Source: an optimization exercise on an open RTL-to-GDS flow (aim: small area and a short achievable clock period). Production flows keep margins and buffers that such runs may drop.
The RTL was checked by simulation tests, not by an equivalence proof against the original design.
Power figures rest on the tool's default switching activity, not on a simulated workload.

$ cat flow/run.sh
#!/bin/bash
# synth_recipe.tcl (not shown) runs the flow's synth.tcl, then flattens the netlist and writes it again
# the make line also repeats each setting of config.mk as NAME=value (left out here)
make -C /OpenROAD-flow-scripts/flow DESIGN_CONFIG=/design/flow/config.mk WORK_HOME=/design/flow/orfs CLKGATE_MAP_FILE= SYNTH_SCRIPT=/design/flow/synth_recipe.tcl finish
$ cat flow/constraint.sdc
create_clock -name core_clock -period 3.5 [get_ports {clk}]
set_input_delay 0.7000 -clock core_clock [delete_from_list [all_inputs] [get_ports {clk}]]
set_output_delay 0.7000 -clock core_clock [all_outputs]
set_load 0.01 [all_outputs]
$ cat flow/design.v
package cap_pkg;
  localparam int unsigned cap_addr_w = 12;
  localparam logic [31:0] who_am_i_value = 32'h5A7E_0C01;
  localparam logic [31:0] dead_value     = 32'hDEAD_DEAD;
  localparam logic [3:0] reg_who_am_i   = 4'd0;
  localparam logic [3:0] reg_capt_depth = 4'd1;
  localparam logic [3:0] reg_data_w     = 4'd2;
  localparam logic [3:0] reg_trig_mode  = 4'd3;
  localparam logic [3:0] reg_trig_count = 4'd4;
  localparam logic [3:0] reg_capt_count = 4'd5;
  localparam logic [3:0] reg_go         = 4'd6;
  localparam logic [3:0] reg_capt_state = 4'd7;
  localparam logic [3:0] reg_trig_mask1 = 4'd8;
  localparam logic [3:0] reg_trig_mask2 = 4'd9;
  localparam logic [3:0] reg_trig_val1  = 4'd10;
  localparam logic [3:0] reg_trig_val2  = 4'd11;
  localparam logic [1:0] trig_none       = 2'd0;
  localparam logic [1:0] trig_single     = 2'd1;
  localparam logic [1:0] trig_continuous = 2'd2;
  localparam logic [1:0] st_idle    = 2'd0;
  localparam logic [1:0] st_armed   = 2'd1;
  localparam logic [1:0] st_capture = 2'd2;
  localparam logic [1:0] st_done    = 2'd3;
endpackage
`timescale 1ns/1ps
module cap_oai2 (
  input  logic [1:0] qn_i,
  input  logic [1:0] sn_i,
  output logic       y_o
);
  assign y_o = ~((sn_i[0] | qn_i[0]) & (sn_i[1] | qn_i[1]));
endmodule
module cap_nor2 (
  input  logic [1:0] a_i,
  output logic       y_o
);
  assign y_o = ~|a_i;
endmodule
module cap_nand4 (
  input  logic [3:0] a_i,
  output logic       y_o
);
  assign y_o = ~&a_i;
endmodule
`timescale 1ns/1ps
module wave_capture #(
  parameter int data_w     = 16,
  parameter int capt_depth = 128
) (
  input  logic              clk,
  input  logic              rst,
  input  logic [data_w-1:0] din_i,
  input  logic [31:0]       paddr_i,
  input  logic              pwrite_i,
  input  logic [31:0]       pwdata_i,
  input  logic              psel_i,
  input  logic              penable_i,
  output logic              pready_o,
  output logic [31:0]       prdata_o,
  output logic              pslverr_o
);
  localparam int aw = $clog2(capt_depth);
  localparam logic [aw-1:0] last_addr = aw'(capt_depth - 1);
  assign pslverr_o = 1'b0;
  logic [11:0] addr;
  logic        mem_sel;
  logic        reg_ok;
  logic [3:0]  reg_idx;
  logic        setup;
  logic        reg_wr;
  assign addr    = paddr_i[13:2];
  assign mem_sel = addr[11];
  assign reg_ok  = (addr[10:4] == 7'd0);
  assign reg_idx = addr[3:0];
  assign setup   = psel_i && !penable_i;
  assign reg_wr  = setup && pwrite_i && !mem_sel && reg_ok;
  logic [1:0]        trig_mode;
  logic              go;
  logic [data_w-1:0] trig_mask1;
  logic [data_w-1:0] trig_mask2;
  logic [data_w-1:0] trig_val1;
  logic [data_w-1:0] trig_val2;
  logic [31:0]       trig_count;
  logic [31:0]       capt_count;
  logic              mem_rd_pend;
  logic              trig_event;
  logic              capt_done;
  logic [1:0]        state;
  always_ff @(posedge clk) begin
    if (rst) begin
      pready_o    <= 1'b0;
      mem_rd_pend <= 1'b0;
      trig_mode   <= cap_pkg::trig_none;
      go          <= 1'b0;
      trig_mask1  <= '0;
      trig_mask2  <= '0;
      trig_val1   <= '0;
      trig_val2   <= '0;
      trig_count  <= '0;
      capt_count  <= '0;
    end else begin
      pready_o    <= (setup && (pwrite_i || !mem_sel)) || mem_rd_pend;
      mem_rd_pend <= setup && !pwrite_i && mem_sel;
      if (reg_wr && reg_idx == cap_pkg::reg_trig_count) trig_count <= pwdata_i;
      else if (trig_event)                                trig_count <= trig_count + 32'd1;
      if (reg_wr && reg_idx == cap_pkg::reg_capt_count) capt_count <= pwdata_i;
      else if (capt_done)                                 capt_count <= capt_count + 32'd1;
      if (reg_wr) begin
        case (reg_idx)
          cap_pkg::reg_trig_mode:  trig_mode  <= pwdata_i[1:0];
          cap_pkg::reg_go:         go         <= pwdata_i[0];
          cap_pkg::reg_trig_mask1: trig_mask1 <= pwdata_i[data_w-1:0];
          cap_pkg::reg_trig_mask2: trig_mask2 <= pwdata_i[data_w-1:0];
          cap_pkg::reg_trig_val1:  trig_val1  <= pwdata_i[data_w-1:0];
          cap_pkg::reg_trig_val2:  trig_val2  <= pwdata_i[data_w-1:0];
          default: ;
        endcase
      end
    end
  end
  logic [31:0] reg_rdata;
  always_comb begin
    reg_rdata = cap_pkg::dead_value;
    if (reg_ok) begin
      case (reg_idx)
        cap_pkg::reg_who_am_i:   reg_rdata = cap_pkg::who_am_i_value;
        cap_pkg::reg_capt_depth: reg_rdata = 32'(capt_depth);
        cap_pkg::reg_data_w:     reg_rdata = 32'(data_w);
        cap_pkg::reg_trig_mode:  reg_rdata = {30'd0, trig_mode};
        cap_pkg::reg_trig_count: reg_rdata = trig_count;
        cap_pkg::reg_capt_count: reg_rdata = capt_count;
        cap_pkg::reg_go:         reg_rdata = {31'd0, go};
        cap_pkg::reg_capt_state: reg_rdata = {30'd0, state};
        cap_pkg::reg_trig_mask1: reg_rdata = 32'(trig_mask1);
        cap_pkg::reg_trig_mask2: reg_rdata = 32'(trig_mask2);
        cap_pkg::reg_trig_val1:  reg_rdata = 32'(trig_val1);
        cap_pkg::reg_trig_val2:  reg_rdata = 32'(trig_val2);
        default:                 reg_rdata = cap_pkg::dead_value;
      endcase
    end
  end
  logic [data_w-1:0] din_d;
  logic [data_w-1:0] din_dd;
  logic [data_w-1:0] din_ddn;    
  logic              hit;
  logic              match;
  assign match = (((din_dd ^ trig_val1) & trig_mask1) == '0) &&
                 (((din_d  ^ trig_val2) & trig_mask2) == '0);
  always_ff @(posedge clk) begin
    din_d  <= din_i;
    din_dd <= din_d;
    din_ddn <= ~din_d;
  end
  always_ff @(posedge clk) begin
    if (rst) hit <= 1'b0;
    else     hit <= match;
  end
  logic [aw-1:0] wr_addr;
  logic [aw-1:0] wr_addr_n;
  logic [1:0]    state_n;
  logic          restart;
  assign restart   = (trig_mode == cap_pkg::trig_continuous) && hit;
  logic [1:0] trig_mode_n;
  assign trig_mode_n = (reg_wr && reg_idx == cap_pkg::reg_trig_mode) ? pwdata_i[1:0] : trig_mode;
  logic st_idle, st_armed, st_cap, st_done;
  logic at_last;
  logic nx_cap, nx_armed;
  logic cap_seq_n;
  assign st_idle  = (state == cap_pkg::st_idle);
  assign st_armed = (state == cap_pkg::st_armed);
  assign st_cap   = (state == cap_pkg::st_capture);
  assign st_done  = (state == cap_pkg::st_done);
  assign at_last  = (wr_addr == last_addr);
  assign nx_cap   = go && ((st_idle && trig_mode == cap_pkg::trig_none) ||
                           (st_armed && hit) ||
                           (st_cap && (restart || !at_last)));
  assign nx_armed = go && ((st_idle && trig_mode != cap_pkg::trig_none) ||
                           (st_armed && !hit) ||
                           (st_cap && !restart && at_last && trig_mode == cap_pkg::trig_continuous));
  always_comb begin
    if (nx_cap)                    state_n = cap_pkg::st_capture;
    else if (nx_armed)             state_n = cap_pkg::st_armed;
    else if (go && (st_done || (st_cap && !restart && at_last)))
                                   state_n = cap_pkg::st_done;
    else                           state_n = cap_pkg::st_idle;
    if (st_idle)                   wr_addr_n = '0;
    else if (st_armed && hit)      wr_addr_n = aw'(1);
    else if (st_cap && restart)    wr_addr_n = aw'(1);
    else if (st_cap)               wr_addr_n = wr_addr + aw'(1);
    else                           wr_addr_n = wr_addr;
  end
  assign cap_seq_n = nx_cap && !(match && trig_mode_n == cap_pkg::trig_continuous);
  always_ff @(posedge clk) begin
    if (rst) begin
      state   <= cap_pkg::st_idle;
      wr_addr <= '0;
    end else begin
      state   <= state_n;
      wr_addr <= wr_addr_n;
    end
  end
  always_ff @(posedge clk) begin
    if (rst) capt_done <= 1'b0;
    else     capt_done <= go && st_cap && !restart && (wr_addr == last_addr - aw'(1)) &&
                          !(match && trig_mode_n == cap_pkg::trig_continuous);
  end
  logic go_n;
  assign go_n = (reg_wr && reg_idx == cap_pkg::reg_go) ? pwdata_i[0] : go;
  always_ff @(posedge clk) begin
    if (rst) trig_event <= 1'b0;
    else     trig_event <= match && go_n && (trig_mode_n != cap_pkg::trig_none);
  end
  logic [capt_depth-1:0]        we;
  logic [capt_depth*data_w-1:0] mem;    
  logic [15:0] wr_hi;
  logic        hi_clr;
  logic        hi_adv;
  assign hi_clr = st_idle || (st_armed && hit) || (st_cap && restart);
  assign hi_adv = st_cap && !restart && (wr_addr[2:0] == 3'd7);
  logic [7:0]  wr_lo;
  logic        w0_force;
  always_ff @(posedge clk) begin
    if (rst) begin
      wr_hi    <= '0;
      wr_lo    <= '0;
      w0_force <= 1'b0;
    end else begin
      if (hi_clr)      wr_hi <= 16'd1;
      else if (hi_adv) wr_hi <= {wr_hi[14:0], wr_hi[15]};
      for (int j = 0; j < 8; j++)  wr_lo[j] <= cap_seq_n && (wr_addr_n[2:0] == 3'(j));
      w0_force <= match && (nx_armed || (nx_cap && trig_mode_n == cap_pkg::trig_continuous));
    end
  end
  always_comb begin
    for (int i = 0; i < capt_depth; i++) we[i] = wr_hi[i/8] && wr_lo[i%8];
    we[0] = we[0] || w0_force;
  end
  for (genvar i = 0; i < capt_depth; i++) begin : g_word
    always_ff @(posedge clk) begin
      if (we[i]) mem[i*data_w +: data_w] <= (i < capt_depth / 2) ? din_ddn : ~din_dd;
    end
  end
  localparam int n_grp = capt_depth / 2;
  logic [capt_depth-1:0]   rsel_n;
  logic [n_grp-1:0]        grp [data_w];
  logic [7:0]              part [data_w];
  logic [data_w-1:0]       rd_data;
  logic [31:0]             reg_part;
  assign reg_part = reg_rdata & {32{!mem_sel}};
  always_comb begin
    for (int i = 0; i < capt_depth; i++) rsel_n[i] = (addr[aw-1:0] != aw'(i));
  end
  for (genvar b = 0; b < data_w; b++) begin : g_bit
    for (genvar k = 0; k < n_grp; k++) begin : g_grp
      cap_oai2 u_oai (
        .qn_i ({mem[(k*2+1)*data_w+b], mem[(k*2)*data_w+b]}),
        .sn_i (rsel_n[k*2 +: 2]),
        .y_o  (grp[b][k])
      );
    end
    logic [31:0] l1_n;
    logic [7:0]  l2;
    for (genvar k = 0; k < 32; k++) begin : g_l1
      cap_nor2 u_nor (.a_i(grp[b][k*2 +: 2]), .y_o(l1_n[k]));
    end
    for (genvar k = 0; k < 8; k++) begin : g_l2
      cap_nand4 u_nand (.a_i(l1_n[k*4 +: 4]), .y_o(l2[k]));
    end
    always_ff @(posedge clk) begin
      part[b] <= l2;
    end
    assign rd_data[b] = mem_rd_pend && |part[b];
  end
  always_ff @(posedge clk) begin
    prdata_o <= {reg_part[31:data_w], rd_data | reg_part[data_w-1:0]};
  end
endmodule
$ cat flow/config.mk
export PLATFORM = sky130hd
export DESIGN_NAME = wave_capture
export DESIGN_NICKNAME = wave_capture
export VERILOG_FILES = /design/flow/design.v
export SDC_FILE = /design/flow/constraint.sdc
export NUM_CORES = 4
export LEC_CHECK = 0
export CAP_MARGIN = 20
export CORE_MARGIN = 2
export CORE_UTILIZATION = 50
export CTS_CLUSTER_DIAMETER = 60
export CTS_CLUSTER_SIZE = 30
export GPL_TIMING_DRIVEN = 1
export SETUP_SLACK_MARGIN = 1.6
export SLEW_MARGIN = 20
export SYNTH_HIERARCHICAL = 1
export SYNTH_MINIMUM_KEEP_SIZE = 0
==> results of run 1 <==
==> layer usage <==
layer | routed length [µm] | part of all wire [%] | track usage (%) | vias up
met3 | 18000 | 7.2 | 3.90 | 409
met5 | 0 | 0 | 0 | -
met4 | 10600 | 4.2 | 10.4 | 0
met2 | 122000 | 49 | 46.1 | 2239
li1 | - | - | - | 22600
met1 | 99400 | 40 | 38.0 | 26700
==> cells in the mapped netlist, types with 6 or more instances <==
cell	n	area, µm²
nor4_1	42	263
a211oi_1	68	510
nor3_1	14	70.1
nand3_1	31	155
o22ai_1	1024	6410
a21o_1	12	90.1
and4_1	8	70.1
dfxtp_1	378	7570
edfxtp_1	2048	61500
a22oi_1	70	526
and3_1	15	93.8
clkbuf_1	98	368
inv_1	46	173
and2_1	134	838
a21oi_1	97	485
xnor2_1	32	280
nand2b_1	6	37.5
xor2_1	63	552
a22o_1	8	70.1
nand4_1	159	995
nor2_1	607	2280
a41oi_1	8	70.1
buf_2	14	70.1
o21ai_0	7	35.0
nand2_1	344	1290
a31oi_1	7	43.8
==> per-module statistics from Yosys, one instance, submodules excluded <==
module / copies in the design / area [µm²] / cells inside
cap_nand4: 128 / 6.26 / 1
wave_capture: 1 / 76400 / 3755
cap_nor2: 512 / 3.75 / 1
cap_oai2: 1024 / 6.26 / 1
==> path summary, 6_finish.rpt <==
| check | startpoint | end | slack [ns] | cells past startpoint |
|---|---|---|---|---|
| setup / recovery | prdata_o[0] | prdata_o[0] | 1.51 | 1 |
| hold / removal | penable_i | mem_rd_pend | 0.13 | 2 |
| setup reg to reg | wr_addr[0] | wr_lo[5] | 1.55 | 6 |
| hold reg to reg | din_d[11] | din_dd[11] | 0.39 | 0 |
==> per-stage QoR <==
stage,instance area [µm²],utilization (%),std cells,TNS (ns)
global placement,91500,53.9,7807,-0.449
global route,101000,59.3,8240,0
floorplan,87000,-,5419,0
CTS,99300,58.5,8185,0
finish,101000,59.3,8242,0
detailed placement,91500,53.9,7807,-0.407
==> flip-flops by register name, indices dropped and copies added, names as in the netlist, 2 cells and up <==
signal,count
capt_count,32
din_d,16
din_dd,16
din_ddn,16
mem,2048
part,128
prdata_o,32
state,2
trig_count,32
trig_mask1,16
trig_mask2,16
trig_mode,2
trig_val1,16
trig_val2,16
wr_addr,7
wr_hi,16
wr_lo,8
==> what timing repair did <==
action | CTS | global route
pin swaps | 64 | 60
setup endpoints to repair | 2225 | 361
gates cloned | 18 | 6
resized for setup | 588 | 214
buffers inserted | 100 | 49
==> cell families (layout without fill, tap and decap cells) <==
kind of cell	count (synthesis)	count (layout)	synth area share, %
AOI/OAI and AO/OA	1323	1323	9.86
xor gates and xnor gates	95	95	0.973
adders and majority gates	5	5	0.0731
buffers and inverters	163	760	0.744
DFF	2426	2426	80.7
muxes	3	3	0.0497
other	1	3	0.00438
and+or+nand+nor	1403	1409	7.56
==> layout make-up <==
type | instances | area share, %
clock inverter | 104 | 1.31
inverter | 46 | 0.179
clock buffer | 156 | 3.72
sequential | 2426 | 68.8
timing repair buffer | 454 | 4.90
multi-input combinational | 2836 | 18.3
antenna | 2 | 0.00498
tap | 2218 | 2.76
==> power by group <==
part	internal, W	total, W	switching, W	leakage (nW)
Clock	0.00886	0.0191	0.0103	2.44
Sequential	0.0313	0.0316	0.000278	21.5
Combinational	0.000407	0.00137	0.000962	8.49
Total	0.0406	0.0521	0.0115	32.4
==> results.yml, run 1 <==
run_status:
  outcome: "complete, no violations"
route:
  viasPerCell: 6.30
  drc_errors: 0
  first_pass_iters: 7
  vias: 51900
  routed_wl_um: 250000
  drt_iter0_drc: 6414
  antenna_left: 0
  post_drt_wl_per_cell_um: 30.3
synth:
  synthesis.nets: 5509
  synth_warnings: 10
  synth.ff_latch_count: 2426
  synth_area_mm2: 0.0856
  synth-main-ff-cell: "edfxtp_1"
  async_reset_ff_share_pct: 0
  yosysSeqAreaShare_pct: 80.7
  synth_edf_count: 2048
  syn_area_per_cell_um2: 15.8
  synth_cell_types: 64
  synthCells: 5419
worst_setup_path:
  required_ns: 2.80
  cp_cell_sequence: "buf_6"
  slowest_stage: "dfxtp_4"
  critPathLaunchType: "flip-flop"
  critical_path.max_fanout: 1
  max_stage_delay_ns: 0.38
  critical_path_arrival_ns: 1.29
  cp.buffers_inverters: 1
  crit_family: "flip-flops"
  worstSetupPathType: "reg2out"
  worstSetupEndpointType: "output port"
timing:
  fmax_mhz: 503
  rsz0062_at_grt: "true"
  fin_ws_ns: 1.51
  slew_headroom_pct: 24.9
  maxSlewViolCount: 0
  fin_crit_ns: 1.99
  holdWs_ns: 0.134
  finalHoldViolCount: 0
  finalClockSkew_ns: 0.0485
  tightest_slew_ns: 1.13
  setup_viol: 0
  fin_crit_sh_pct: 56.7
cells_and_area:
  final_cell_mix: "2048 x edfxtp_1, 970 x o22ai_1, 537 x nor2_1"
  area.growth.synth_to_final_pct: 17.6
  seqCellArea_mm2: 0.0692
  multi_input_area_mm2: 0.0184
  drive_above_1_share_pct: 20.1
  fillers: 12800
  fin_nets: 5995
  final_common_cell: "edfxtp_1"
cts:
  clk_pin_slew_ns: 0.09
  numCtsBuffers: 141
  cts_sinks: 2426
  ctsHoldBuffers: 0
  cts.path.max_buffers: 3
  htreeDepth: 4
  worstSkewPairLatency_ns: 0.82
  root_buffer: "clkbuf_16"
  cts_tree: "done"
floorplan:
  die_area_mm2: 0.174
  initial_core_util_pct: 50.4
  die_w_um: 418
  core_mm2: 0.170
  rows: 151
  io_pins: 119
  die_h_um: 418
power:
  powerDensity_mw_per_mm2: 518
  leakagePower_nw: 32.4
  total_power_w: 0.0521
  peakVddDrop_mv: 0.526
global_route:
  grt_usage_pct: 27.9
  grt_overflow: 0
  grt_pass1_wl_um: 349000
  antenna_found_initial: 6
  grt_max_degree: 62
  grt_pass1_vias: 48700
hold_path:
  hold_path.class: "in2reg"
run:
  drv_cap: 0
placed_design:
  gp_congestion: 0.910
  port-buffer-count: 97
  hpwl_um: 152000
  pre_cts_slack_ns: -0.0602
==> inputs of run 2 (changes only) <==
--- a/flow/design.v
+++ b/flow/design.v
@@ -87,4 +87,42 @@
   logic              capt_done;
   logic [1:0]        state;
+  logic [31:0] trig_inc;
+  logic [31:0] capt_inc;
+  logic [2:0]  trig_ones;
+  logic [2:0]  capt_ones;
+  function automatic logic [31:0] cnt_inc(input logic [31:0] c, input logic [2:0] ones);
+    logic [31:0] r;
+    logic        carry;
+    for (int k = 0; k < 32; k++) begin
+      carry = 1'b1;
+      if (k >= 8) carry = ones[k/8 - 1];
+      for (int j = (k / 8) * 8; j < k; j++) carry = carry & c[j];
+      r[k] = c[k] ^ carry;
+    end
+    cnt_inc = r;
+  endfunction
+  function automatic logic [2:0] ones_next(input logic [31:0] v);
+    ones_next = {&v[23:0], &v[15:0], &v[7:0]};
+  endfunction
+  function automatic logic [2:0] ones_after_inc(input logic [31:0] c);
+    logic [2:0] r;
+    r[0] = (c[7:0] == 8'hfe);
+    r[1] = (c[15:0] == 16'hfffe);
+    r[2] = (c[23:0] == 24'hfffffe);
+    ones_after_inc = r;
+  endfunction
+  assign trig_inc = cnt_inc(trig_count, trig_ones);
+  assign capt_inc = cnt_inc(capt_count, capt_ones);
+  always_ff @(posedge clk) begin
+    if (rst) begin
+      trig_ones <= '0;
+      capt_ones <= '0;
+    end else begin
+      if (reg_wr && reg_idx == cap_pkg::reg_trig_count) trig_ones <= ones_next(pwdata_i);
+      else if (trig_event)                                trig_ones <= ones_after_inc(trig_count);
+      if (reg_wr && reg_idx == cap_pkg::reg_capt_count) capt_ones <= ones_next(pwdata_i);
+      else if (capt_done)                                 capt_ones <= ones_after_inc(capt_count);
+    end
+  end
   always_ff @(posedge clk) begin
     if (rst) begin
@@ -103,7 +141,7 @@
       mem_rd_pend <= setup && !pwrite_i && mem_sel;
       if (reg_wr && reg_idx == cap_pkg::reg_trig_count) trig_count <= pwdata_i;
-      else if (trig_event)                                trig_count <= trig_count + 32'd1;
+      else if (trig_event)                                trig_count <= trig_inc;
       if (reg_wr && reg_idx == cap_pkg::reg_capt_count) capt_count <= pwdata_i;
-      else if (capt_done)                                 capt_count <= capt_count + 32'd1;
+      else if (capt_done)                                 capt_count <= capt_inc;
       if (reg_wr) begin
         case (reg_idx)
--- a/flow/config.mk
+++ b/flow/config.mk
@@ -11,5 +11,5 @@
 export CTS_CLUSTER_DIAMETER = 60
 export CTS_CLUSTER_SIZE = 30
-export GPL_TIMING_DRIVEN = 1
+export GPL_TIMING_DRIVEN = 0
 export SETUP_SLACK_MARGIN = 1.6
 export SLEW_MARGIN = 20
==> results.yml, run 2 <==
placed_design:
  postPlaceCellArea_mm2: 0.0925
  hpwl_um: 162000
  port-buffer-count: 89
  gp_congestion: 0.926
  pre_cts_slack_ns: -1.17
synth:
  yosysTopAreaCell: "edfxtp_1"
  syn_area_per_cell_um2: 15.9
  synth.ff_latch_count: 2432
  yosysSeqAreaShare_pct: 80.3
  synth_area_mm2: 0.0861
  synth_top_area_share_pct: 71.4
  synth.most_common_cell: "edfxtp_1"
  synthesis.nets: 5564
  synth_common_cells: "2048 x edfxtp_1, 1025 x o22ai_1, 614 x nor2_1"
  synth_cell_types: 56
  synthCells: 5420
  synth_area_leaders: "edfxtp_1 71%, dfxtp_1 8.9%, o22ai_1 7.4%, nor2_1 2.7%, nand2_1 1.2%"
  synth-main-ff-cell: "edfxtp_1"
  synth_warnings: 10
  async_reset_ff_share_pct: 0
  synth_edf_count: 2048
worst_setup_path:
  worstSetupEndpointType: "output port"
  crit_family: "flip-flops"
  r2r_slack_ns: 1.44
  worstSetupPathType: "reg2out"
  required_ns: 2.80
  max_stage_delay_ns: 0.45
  critical_path.max_fanout: 1
  slowest_stage: "dfxtp_4"
  critical_path_arrival_ns: 1.40
  cp_cell_sequence: "buf_6"
  cp.buffers_inverters: 1
  critPathLaunchType: "flip-flop"
global_route:
  antenna_found_initial: 11
  grt_usage_pct: 28.2
  grt_max_degree: 65
  top_usage_layer: "met2"
  grt_overflow: 0
  met1_usage_pct: 39.8
  grt_pass1_wl_um: 352000
  met3_usage_pct: 4.32
  grt_pass1_vias: 48500
  grtUsageMet2_pct: 44.7
floorplan:
  rows: 152
  die_w_um: 419
  core_mm2: 0.171
  die_h_um: 419
  die_area_mm2: 0.176
  io_pins: 119
  initial_core_util_pct: 50.3
run:
  drv_cap: 0
power:
  leakagePower_nw: 32.1
  total_power_w: 0.0531
  peakVddDrop_mv: 0.548
  powerDensity_mw_per_mm2: 529
timing:
  fin_ws_ns: 1.40
  rsz0062_at_grt: "true"
  finalClockSkew_ns: 0.0378
  fmax_mhz: 477
  setup_viol: 0
  fin_crit_ns: 2.10
  slew_headroom_pct: 14.6
  finalHoldViolCount: 0
  maxSlewViolCount: 0
  fin_crit_sh_pct: 59.9
  tightest_slew_ns: 1.27
route:
  routed_wl_um: 252000
  drc_errors: 0
  first_pass_iters: 6
  post_drt_wl_per_cell_um: 30.7
  vias: 51500
  antenna_left: 0
  drt_iter0_drc: 6794
  viasPerCell: 6.27
cells_and_area:
  fin_area_mm2: 0.100
  largest-register: "mem"
  area.growth.synth_to_final_pct: 16.6
  utilization_pct: 58.6
  fillers: 13000
  fin_nets: 5928
  final_common_cell: "edfxtp_1"
  drive_above_1_share_pct: 18.0
  largestRegisters: "mem (2048), part (128)"
  largest_reg_flops: 2048
  final_cell_mix: "2048 x edfxtp_1, 1002 x o22ai_1, 589 x nor2_1"
cts:
  cts.path.max_buffers: 3
  clk_pin_slew_ns: 0.09
  ctsHoldBuffers: 0
  htreeDepth: 4
  cts_sinks: 2432
  worstSkewPairLatency_ns: 0.83
  root_buffer: "clkbuf_16"
  cts_tree: "done"
  numCtsBuffers: 147
hold_path:
  hold_path.class: "in2reg"
run_status:
  outcome: "complete, no violations"
## run 2: cell count changes in the layout (fill, tap and decap cells not counted), moves of 41 or more
cell,change
and2_2,-45
buf_4,-146
nor2_1,+52
ha_4,+41
nand2_1,-89
mux2i_1,+50
nor2_2,-52
## run 2: final cells by class
cell class              count  area (µm²)  area share, %
clock inverters           104        1440           1.43
multi-input cells        2826       18900           18.8
diodes                      1        2.50        0.00249
repair buffers            214        2490           2.48
plain buffers             121        1230           1.23
well taps                2310        2890           2.88
clock buffers             164        3940           3.93
flip-flops and latches   2432       69300           69.1
inverters                  42         198          0.197
## run 2: final timing paths
path	endpoint	start	cells past startpoint
setup / recovery	prdata_o[10]	prdata_o[10]	1
hold / removal	mem_rd_pend	penable_i	2
setup reg to reg	prdata_o[2]	part[2][1]	3
hold reg to reg	din_dd[8]	din_d[8]	0
## run 2: kinds of logic (layout without fill, tap and decap cells)
kind of cell	count (synthesis)	count (layout)	synth area share, %
fa+ha+maj	59	59	0.857
other cells	1	2	0.00435
flops	2432	2432	80.3
simple gates	1341	1342	7.14
compound gates	1325	1325	9.75
buf+inv	163	645	0.845
mux	54	54	0.629
xor+xnor	45	45	0.457
## run 2: timing repair
action / 4_1_cts / 5_1_grt
endpoints found under the setup margin: 2219 / 786
cloned: 0 / 3
buffers inserted: 39 / 44
resized for setup: 347 / 386
pin swaps: 26 / 51
## run 2: power by group
| group | switching [W] | leakage [nW] | internal [W] |
|---|---|---|---|
| Sequential | 0.000170 | 21.6 | 0.0314 |
| Combinational | 0.00113 | 7.94 | 0.000391 |
| Clock | 0.0105 | 2.60 | 0.00952 |
| Total | 0.0118 | 32.1 | 0.0413 |
## run 2: layer usage
| layer | wire length [µm] | vias up |
|---|---|---|
| li1 | - | 22400 |
| met5 | 39 | - |
| met1 | 103000 | 26400 |
| met4 | 9830 | 6 |
| met3 | 19500 | 395 |
| met2 | 120000 | 2265 |
## run 2: per-module statistics from Yosys, one instance, submodules excluded
module / cells inside / times used / area, µm² / flip-flops and latches
wave_capture: 3756 / 1 / 77000 / 2432
cap_nand4: 1 / 128 / 6.26 / 0
cap_oai2: 1 / 1024 / 6.26 / 0
cap_nor2: 1 / 512 / 3.75 / 0
## run 2: stage by stage
step	setup TNS, ns	std cells	hold WS, ns
2_1_floorplan	0	5420	0.362
3_3_place_gp	-208.86	7819	0.384
3_5_place_dp	-92.72	7859	0.388
4_1_cts	0	8166	0.249
5_1_grt	0	8213	0.189
6_report	0	8214	0.214

what the ideal ports hide:
The flow's constraints put no driver on any port. The routed layouts listed below were extracted and timed again, unchanged, in two steps. Step 1: set_driving_cell puts a clkbuf_16 on clk and a buf_2 on each other input, an assumption about the parent block. Step 2 adds t to the input delays and takes it off the output delays; t is the mean of the earliest and latest rising clock arrival at the registers after step 1. Input paths then give back, and output paths get back, about the clock's delay inside the block. Slacks: ideal ports / drivers / drivers and shift; pairs: ideal ports / drivers.
run	t, ns	setup WS [ns]	worst setup path after step 2
run 1	0.889	1.514 / 1.424 / 0.698	input to register
run 2	0.895	1.403 / 1.319 / 0.682	input to register
After both steps every run listed still meets setup and hold. The setup slack of run 1, which loses most, moves by -0.090 ns with the drivers and by -0.816 ns with both steps.
